What follows belongs to an exercise in optimizing a design on an open flow for small area; a production flow would make more cautious choices.
The RTL was checked by simulation tests, not by an equivalence proof against the original design.
No driver is modelled on the clock port, so clocking that relies on it looks cheaper here than on a real chip.
Power is estimated from default activity; no workload was simulated.

<file path="flow/config.mk">
export PLATFORM = sky130hd
export DESIGN_NAME = crate_mapper
export DESIGN_NICKNAME = crate_mapper
export VERILOG_FILES = /design/flow/design.v
export SDC_FILE = /design/flow/constraint.sdc
export NUM_CORES = 8
export LEC_CHECK = 0
export CAP_MARGIN = 30
export CORE_ASPECT_RATIO = 0.8
export CORE_MARGIN = 2
export CORE_UTILIZATION = 42
export SLEW_MARGIN = 30
export SYNTH_HIERARCHICAL = 1
</file>
<file path="flow/constraint.sdc">
create_clock -name core_clock -period 6.0 [get_ports {clk}]
set_input_delay 1.2000 -clock core_clock [delete_from_list [all_inputs] [get_ports {clk}]]
set_output_delay 1.2000 -clock core_clock [all_outputs]
set_load 0.01 [all_outputs]
</file>
<file path="flow/design.v">
`timescale 1ns/1ns
`default_nettype none
module crate_mapper
(
	input logic clk,
	input logic reset,
	input logic [16-1:0] fiber,
	input logic [8*16-1:0] channels,
	output logic frame_valid,
	output logic [(18+1)*38-1:0] frame
);
	localparam int NR = 18;
	localparam int NC = 38 - 1;
	localparam int NCH = 8;
	logic [4:0] phase;
	logic collect;
	logic first;
	logic [10-1:0] fiber_id;
	assign collect = (phase >= 5'd1) && (phase <= 5'd16);
	assign first = (phase == 5'd1);
	always_ff @(posedge clk)
	begin
		if (reset)
		begin
			phase <= 5'd0;
		end
		else if (phase == 5'd0)
		begin
			if (fiber == 16'hAAAA)
			begin
				phase <= 5'd1;
			end
		end
		else if (phase == 5'd18)
		begin
			phase <= 5'd0;
		end
		else
		begin
			phase <= phase + 5'd1;
		end
	end
	always_ff @(posedge clk)
	begin
		if (reset || phase != 5'd17)
		begin
			frame_valid <= 1'b0;
			fiber_id <= '0;
		end
		else
		begin
			frame_valid <= 1'b1;
			fiber_id <= fiber[10-1:0];
		end
	end
	logic [NCH*NR-1:0] row_hot;
	logic [NCH*NC-1:0] col_hot;
	genvar g_ch, g_r, g_c;
	generate
		for (g_ch = 0; g_ch < NCH; g_ch++)
		begin : g_chan
			logic [15:0] word;
			logic take;
			logic [1:0] row_s2;
			logic [3:0] row_s1;
			logic [3:0] row_s0;
			logic [2:0] col_s2;
			logic [3:0] col_s1;
			logic [3:0] col_s0;
			assign word = channels[g_ch*16 +: 16];
			assign take = collect && word[12];
			for (g_r = 0; g_r < 4; g_r++)
			begin : g_s
				assign row_s1[g_r] = (word[3:2] == 2'(g_r));
				assign row_s0[g_r] = (word[1:0] == 2'(g_r));
				assign col_s1[g_r] = (word[9:8] == 2'(g_r));
				assign col_s0[g_r] = (word[7:6] == 2'(g_r));
			end
			for (g_r = 0; g_r < 2; g_r++)
			begin : g_rs2
				assign row_s2[g_r] = take && (word[5:4] == 2'(g_r));
			end
			for (g_c = 0; g_c < 3; g_c++)
			begin : g_cs2
				assign col_s2[g_c] = (word[11:10] == 2'(g_c));
			end
			for (g_r = 0; g_r < NR; g_r++)
			begin : g_rd
				crate_line_and u_row
				(
					.a (row_s2[g_r / 16]),
					.b (row_s1[(g_r / 4) % 4]),
					.c (row_s0[g_r % 4]),
					.y (row_hot[g_ch*NR + g_r])
				);
			end
			for (g_c = 0; g_c < NC; g_c++)
			begin : g_cd
				crate_line_and u_col
				(
					.a (col_s2[g_c / 16]),
					.b (col_s1[(g_c / 4) % 4]),
					.c (col_s0[g_c % 4]),
					.y (col_hot[g_ch*NC + g_c])
				);
			end
		end
	endgenerate
	generate
		for (g_r = 0; g_r < NR; g_r++)
		begin : g_row
			assign frame[g_r*38] = 1'b0;
			for (g_c = 0; g_c < NC; g_c++)
			begin : g_col
				logic [NCH-1:0] rh;
				logic [NCH-1:0] ch;
				for (g_ch = 0; g_ch < NCH; g_ch++)
				begin : g_sel
					assign rh[g_ch] = row_hot[g_ch*NR + g_r];
					assign ch[g_ch] = col_hot[g_ch*NC + g_c];
				end
				crate_map_cell u_cell
				(
					.clk (clk),
					.keep (~first),
					.frame_valid (frame_valid),
					.row_hot (rh),
					.col_hot (ch),
					.frame_bit (frame[g_r*38 + g_c + 1])
				);
			end
		end
	endgenerate
	assign frame[721] = frame_valid;
	assign frame[720:710] = frame_valid ? 11'h400 : 11'h000;
	assign frame[709:700] = fiber_id;
	assign frame[699:684] = frame_valid ? 16'hAAAA : 16'h0000;
endmodule
`default_nettype wire
`default_nettype none
module crate_map_cell
(
	input logic clk,
	input logic keep,
	input logic frame_valid,
	input logic [8-1:0] row_hot,
	input logic [8-1:0] col_hot,
	output logic frame_bit
);
	logic q;
	logic [2:0] none;
	crate_and_or3_n u_g0
	(
		.a ({row_hot[2:0]}),
		.b ({col_hot[2:0]}),
		.y_n (none[0])
	);
	crate_and_or3_n u_g1
	(
		.a ({row_hot[5:3]}),
		.b ({col_hot[5:3]}),
		.y_n (none[1])
	);
	crate_and_or3_n u_g2
	(
		.a ({row_hot[7:6], q}),
		.b ({col_hot[7:6], keep}),
		.y_n (none[2])
	);
	always_ff @(posedge clk)
	begin
		q <= ~&none;
	end
	assign frame_bit = q & frame_valid;
endmodule
module crate_line_and
(
	input logic a,
	input logic b,
	input logic c,
	output logic y
);
	assign y = a & b & c;
endmodule
module crate_and_or3_n
(
	input logic [2:0] a,
	input logic [2:0] b,
	output logic y_n
);
	assign y_n = ~|(a & b);
endmodule
`default_nettype wire
</file>
<file path="flow/flow/run.sh">
#!/bin/bash
# The standard layout with these changes:
#  - port buffers are the minimum-size buf_1 instead of the delay cells
#    buffer_ports picks by default;
#  - after the floorplan, flow/grid.py places the map cells in a regular grid
#    (one tile per map bit) and fixes them, and gives each group of eight map
#    flip-flops a clock buffer of its own, before the standard placement places
#    everything else around them;
#  - clock tree synthesis builds the tree on the clock net only, from the clock
#    port to those leaf buffers and the other flip-flops.
# Each tool's output goes to a log of its own in this folder.
set -euo pipefail
export BUFFER_PORTS_ARGS="-buffer_cell sky130_fd_sc_hd__buf_1"
export PRE_CTS_TCL=$PWD/flow/undont.tcl
export CTS_ARGS="-sink_clustering_enable -repair_clock_nets -sink_clustering_size 12 -sink_clustering_max_diameter 50 -buf_list sky130_fd_sc_hd__clkbuf_8 -clk_nets clk"
R=orfs/results/$FLOW_PLATFORM/crate_mapper/base
bash standard.sh floorplan > standard_floorplan.log 2>&1
openroad -python -exit flow/grid.py $R/2_floorplan.odb $R/2_floorplan.odb > grid.log 2>&1
bash standard.sh finish > standard_finish.log 2>&1
</file>
<file path="flow/flow/grid.py">
# Places the map cells of crate_mapper in a regular grid before global placement:
# map bit (r, c) gets a tile in row band r and column c, and its six cells
# (flip-flop, three a222oi, nand3, frame and2) are put legally inside the tile and
# marked FIRM so that the placer routes the rest around them.
# usage: openroad -python -exit grid.py IN.odb OUT.odb
import sys, re, bisect
from openroad import Design, Tech
import odb

NR, NC = 18, 37
PAD = 1
LEAF_BUF = "sky130_fd_sc_hd__clkbuf_4"
src, dst = sys.argv[1], sys.argv[2]
tech = Tech()
design = Design(tech)
design.readDb(src)
block = design.getBlock()

rows = sorted(block.getRows(), key=lambda r: r.getOrigin()[1])
site_w = rows[0].getSite().getWidth()
row_h = rows[0].getSite().getHeight()
x0 = rows[0].getOrigin()[0]
nsites = rows[0].getSiteCount()
y0 = rows[0].getOrigin()[1]
nrows = len(rows)

# occupied site intervals per row, from the cells already placed (tap cells)
occ = [[] for _ in rows]
def mark(ri, s, w):
    bisect.insort(occ[ri], (s, s + w))
for inst in block.getInsts():
    if inst.getPlacementStatus() in ("NONE", "UNPLACED"):
        continue
    bb = inst.getBBox()
    ri = (bb.yMin() - y0) // row_h
    s = (bb.xMin() - x0) // site_w
    w = -(-(bb.xMax() - bb.xMin()) // site_w)
    if 0 <= ri < nrows:
        mark(ri, s, w)

def free(ri, s, w):
    if s < 0 or s + w > nsites:
        return False
    iv = occ[ri]
    k = bisect.bisect_left(iv, (s + w, -1))
    if k > 0 and iv[k - 1][1] > s:
        return False
    return True

def find(ri, st, w, span):
    for d in range(span):
        for s in (st - d, st + d):
            if free(ri, s, w):
                return s
    return None

def place(inst, xt, yt):
    w = -(-inst.getMaster().getWidth() // site_w)
    rt = int((yt - y0) // row_h)
    st = int(round((xt - x0) / site_w - w / 2))
    best = None
    for dr in range(0, 12):
        for ri in {rt - dr, rt + dr}:
            if not 0 <= ri < nrows:
                continue
            s = find(ri, st - PAD, w + 2 * PAD, 60)
            if s is not None:
                s += PAD
            if s is None:
                continue
            cost = abs(s - st) * site_w + abs(ri - rt) * row_h
            if best is None or cost < best[0]:
                best = (cost, ri, s)
        if best is not None and best[0] <= dr * row_h:
            break
    if best is None:
        raise SystemExit("no room for " + inst.getName())
    _, ri, s = best
    # keep one free site on each side of a map cell
    mark(ri, s - PAD, w + 2 * PAD)
    row = rows[ri]
    inst.setOrient(row.getOrient())
    inst.setLocation(x0 + s * site_w, row.getOrigin()[1])
    inst.setPlacementStatus("FIRM")

def driver(net):
    for it in net.getITerms():
        if it.isOutputSignal():
            return it.getInst()
    return None

def iterm(inst, name):
    for it in inst.getITerms():
        if it.getMTerm().getName() == name:
            return it
    return None

core = block.getCoreArea()
cw = (core.xMax() - core.xMin()) / NC
ch = (core.yMax() - core.yMin()) / NR
pat = re.compile(r"g_row\\?\[(\d+)\\?\]\.g_col\\?\[(\d+)\\?\]\.u_cell\.q")
bits = []
for inst in list(block.getInsts()):
    m = pat.match(inst.getName())
    if not m:
        continue
    r, c = int(m.group(1)), int(m.group(2))
    ff = inst
    nand = driver(iterm(ff, "D").getNet())
    aois = [driver(iterm(nand, p).getNet()) for p in ("A", "B", "C")]
    frame_and = None
    for it in iterm(ff, "Q").getNet().getITerms():
        i = it.getInst()
        if i != ff and i.getMaster().getName().startswith("sky130_fd_sc_hd__and2"):
            frame_and = i
    cells = [ff, nand, frame_and] + aois
    assert all(x is not None for x in cells), inst.getName()
    bits.append((r, c, ff, nand, frame_and, aois))

# Flip-flops gather in groups of eight, four columns wide and two row bands
# high, at the edge the two bands share, so that short clock nets reach them.
GROUP = 4
ff_w = None
for r, c, ff, nand, frame_and, aois in sorted(bits, key=lambda b: (b[0], b[1])):
    if ff_w is None:
        ff_w = ff.getMaster().getWidth()
    g0 = (c // GROUP) * GROUP
    n = min(GROUP, NC - g0)
    gx = core.xMin() + (g0 + n / 2) * cw
    xf = gx + (c - g0 - (n - 1) / 2) * ff_w
    xc = core.xMin() + (c + 0.5) * cw
    yb = core.yMin() + r * ch
    if r % 2 == 0:
        d = -1
        yf = yb + ch - row_h / 2
    else:
        d = 1
        yf = yb + row_h / 2
    # a few free sites between the cells of a tile leave room for pin access
    place(ff, xf, yf)
    place(aois[0], xc - 5.5 * site_w, yf + d * row_h)
    place(aois[1], xc + 5.5 * site_w, yf + d * row_h)
    place(aois[2], xc - 5 * site_w, yf + 2 * d * row_h)
    place(nand, xc + 5 * site_w, yf + 2 * d * row_h)
    place(frame_and, xc, yf + 3 * d * row_h)
print("grid.py: placed", len(bits), "map bits")

# One clock buffer per group of flip-flops, placed between its two rows of
# flip-flops; clock tree synthesis then only has to reach these leaf buffers.
clk = block.findNet("clk")
leaf_master = None
for lib in block.getDataBase().getLibs():
    leaf_master = leaf_master or lib.findMaster(LEAF_BUF)
groups = {}
for r, c, ff, nand, frame_and, aois in bits:
    groups.setdefault((r // 2, c // GROUP), []).append(ff)
for (gr, gc), ffs in sorted(groups.items()):
    buf = odb.dbInst_create(block, leaf_master, "clk_leaf_%d_%d" % (gr, gc))
    net = odb.dbNet_create(block, "clk_leaf_net_%d_%d" % (gr, gc))
    net.setSigType("CLOCK")
    buf.findITerm("A").connect(clk)
    buf.findITerm("X").connect(net)
    for ff in ffs:
        it = iterm(ff, "CLK")
        it.disconnect()
        it.connect(net)
    xs = [ff.getBBox().xMin() + ff.getBBox().getDX() / 2 for ff in ffs]
    ys = [ff.getBBox().yMin() + ff.getBBox().getDY() / 2 for ff in ffs]
    place(buf, sum(xs) / len(xs), sum(ys) / len(ys))
    buf.setDoNotTouch(True)
print("grid.py: placed", len(groups), "clock leaf buffers")
design.writeDb(dst)
</file>
<file path="flow/flow/undont.tcl">
# Clock tree synthesis has to connect the clock leaf buffers that grid.py added,
# which stay dont-touch through placement so that no buffer removal takes them out.
foreach inst [[ord::get_db_block] getInsts] {
  if {[string match "clk_leaf_*" [$inst getName]]} {
    $inst setDoNotTouch 0
  }
}
</file>
<file path="flow/standard.sh">
#!/bin/bash
# synth_recipe.tcl (not shown) runs the flow's synth.tcl, then flattens the netlist and writes it again
# the make line also repeats each setting of config.mk as NAME=value (left out here)
make -C /OpenROAD-flow-scripts/flow DESIGN_CONFIG=/design/flow/config.mk WORK_HOME=/design/flow/orfs CLKGATE_MAP_FILE= SYNTH_SCRIPT=/design/flow/synth_recipe.tcl "${@:-finish}"
</file>
==> summary.txt <==
Die
  • Core area: 108,000 sq um
  • Initial core utilization: 42.2%
  • IO Count: 869
  • Full die area: 111,000 sq um
  • Die Y: 299 um
  • FP Rows: 108
  • Die X: 373 um

Setup path
  • CP arrival: 3.15 ns
  • Crit start category: flip-flop
  • Critical Path End Type: output pin
  • Kind of critical path: reg -> out
  • Max Fanout on Critical Path: 165
  • CP Data Required Time: 4.80 ns

Timing
  • Setup TNS: 0 ns
  • Fmax: 230 MHz
  • Hold WS: 0.512 ns
  • Worst-Margin Slew: 1.24 ns
  • Fin crit share: 72.6%
  • Hold Vio Cnt, Final: 0
  • Clk_skew: 0.0470 ns
  • RSZ-0062 raised after global routing: false
  • Final min period: 4.35 ns
  • Final setup violation count: 0
  • Slew Limit Fails: 0
  • Rel. slew slack: 17.2%

Layout
  • Share of post-route cells with drive strength above 1: 6.79%
  • Final non-filler cell total: 7,156
  • Most frequent cells in the layout: 1,998 x a222oi_1, 808 x buf_1, 708 x and2_1
  • Most common cell after layout, fill and taps aside: a222oi_1
  • Fin nets: 5,829
  • # fillers: 12,000
  • Area Overhead vs Synth: 14.8%

Detailed routing
  • DR WL/cell: 43.7 um
  • DR iter-0 viols: 25,400
  • DRT Pass-1 Iters: 22
  • Vias: 64,400
  • Via density: 9.00
  • Final ANT Viol Nets: 0
  • Post-Route WL: 313,000 um
  • DRC viols: 0

Clocking
  • Clock latency on the worst-skew pair: 0.96 ns
  • Cts repair resizes: 0
  • CTS tree: built
  • Hold-fix buffers at CTS: 0
  • Setup Fix Bufs, Post-CTS: 0
  • Clock Pin Slew Worst Setup and Hold Paths: 0.08 ns

Run status
  • Status: no timing/DRC/antenna violations

Synth
  • Sequential share of the synthesized area: 29.9%
  • Synthesized area: 45,700 sq um
  • YS warnings: 8
  • Yosys reg bits: 682
  • Avg Cell Area, Syn: 9.69 sq um
  • Yosys cell types: 30
  • Mapped Cells: 4,712

Placement
  • DP Wirelength: 262,000 um
  • GP Congestion: 1.09
  • DP Cell Count: 7,066
  • Port bufs: 808

GRT
  • Vias in the first global route: 56,000
  • Largest net degree at the start of global routing: 212
  • Antenna violations before repair: 24
  • First-pass GRT wire length: 434,000 um
  • Overflow after GRT: 0
  • Total GRT Usage: 51.5%

Min path
  • Hold Path Class: reg -> reg

Job
  • Maxcap violations: 0

Power and ir drop
  • Leakage: 18.4 nW
  • PwrDens: 166 nW/um^2
  • Peak VDD IR: 0.000202 V
per-stage QoR:
stage               util, %  power [mW]  cell area, sq um  worst slack [ns]
global placement       47.6        6.92             51400              2.08
global route           48.4        8.86             52300              1.57
CTS                    48.3        8.55             52200              1.78
detailed placement     47.8        6.93             51600              2.35
floorplan                 -        5.10             45800             -8.24
finish                 48.5        8.68             52400              1.65
Yosys stat by module (local to each module, per instance):
module / copies in the design / cell area [sq um] / cells / flops+latches
crate_map_cell: 666 / 31.3 / 3 / 1
crate_line_and: 440 / 6.26 / 1 / 0
crate_mapper: 1 / 2080 / 276 / 16
crate_and_or3_n: 1998 / 10.0 / 1 / 0
layer usage:
| metal | part of all wire [%] | GRT usage [%] | vias up | routed length, um |
|---|---|---|---|---|
| li1 | - | - | 25300 | - |
| met1 | 31 | 58.8 | 29200 | 98400 |
| met2 | 43 | 78.6 | 8199 | 133000 |
| met3 | 17 | 19.5 | 1634 | 53400 |
| met4 | 8.8 | 38.4 | 22 | 27600 |
| met5 | 0.080 | 0.335 | - | 250 |
power by group:
group | leakage (nW) | internal (mW) | switching, mW
Sequential | 5.49 | 4.60 | 0.0412
Clock | 0.791 | 1.29 | 1.84
Combinational | 12.1 | 0.172 | 0.740
Total | 18.4 | 6.06 | 2.62
synthesized netlist by cell type:
cell,instances,area (sq um)
a222oi_1,1998,20000
and2_1,708,4430
dfxtp_1,682,13700
nand3_1,668,3340
and3_1,440,2750
nor2b_1,80,500
buf_4,46,345
nor2_1,44,165
and4b_1,9,90.1
nor4b_2,8,120
ha_1,4,50.1
nor4bb_1,4,40.0
buf_2,2,10.0
inv_1,2,7.51
xor2_1,2,17.5
a21o_1,1,7.51
a21oi_1,1,5.00
a22o_1,1,8.76
a22o_4,1,17.5
a22oi_2,1,12.5
a32o_1,1,10.0
a41o_1,1,10.0
conb_1,1,3.75
mux2_2,1,11.3
nand3b_1,1,7.51
nand4_1,1,6.26
nor3_1,1,5.00
nor4_2,1,12.5
or3b_4,1,11.3
xnor2_1,1,8.76
flip-flops by register name (all words and copies together), names as in the netlist:
signal and cells:
g_row.g_col.u_cell.q 666, phase 5, frame_valid 1, fiber_id 10
critical path: stages (launching register included):
cell and delay, ns:
dfxtp_4 0.46, buf_12 0.27, buf_12 0.29, buf_12 0.53, and2_1 0.22, buf_1 0.37
final timing paths:
path / start / end / slack [ns] / cells after the start
setup / recovery: frame_valid / frame[130] / 1.65 / 5
hold / removal: g_row[14].g_col[36].u_cell.q / g_row[14].g_col[36].u_cell.q / 0.51 / 2
setup reg to reg: phase[0] / g_row[1].g_col[36].u_cell.q / 2.18 / 8
hold reg to reg: g_row[14].g_col[36].u_cell.q / g_row[14].g_col[36].u_cell.q / 0.51 / 2
final cells by class, clock buffers not listed:
cell class	count	area, sq um	share of cell area (%)
Inverter	2	7.51	0.0143
Tap cell	1430	1790	3.41
Multi-Input combinational cell	4015	32100	61.3
Antenna cell	30	75.1	0.143
Buffer	90	676	1.29
Timing Repair Buffer	850	3430	6.55
Clock inverter	17	63.8	0.122
Sequential cell	682	13700	26.1
cell families (layout without fill, tap and decap cells):
group | Yosys count | after routing | share of synthesized area (%)
xor+xnor | 3 | 3 | 0.0576
flops | 682 | 682 | 29.9
fa+ha+maj | 4 | 4 | 0.110
simple gates | 1966 | 1966 | 25.1
mux | 1 | 1 | 0.0247
compound gates | 2005 | 2005 | 44.0
other cells | 1 | 66 | 0.00821
buf+inv | 50 | 999 | 0.795

## afterwards: timing with drivers on the ports
Ports are ideal in the flow. The routed layout listed here was re-timed in OpenROAD.
Step 1 (the two cells are an assumption about what drives the block):
set clk [get_ports {clk}]
set_driving_cell -lib_cell sky130_fd_sc_hd__clkbuf_16 $clk
set_driving_cell -lib_cell sky130_fd_sc_hd__buf_2 [delete_from_list [all_inputs] $clk]
Step 2 also shifts input and output timing later by t, the mid clock arrival at the registers, as if the neighbouring blocks saw the same clock.
a / b / c = no drivers / after step 1 / after step 2; a / b = the first two.
t, ns: 1.015
setup slack, ns: 1.647 / 1.560 / 2.144
worst register clock-pin slew, ns: 0.09 / 0.09
After both steps this run still meets setup and hold. The setup slack of this run moves by -0.087 ns with the drivers and by +0.497 ns with both steps.
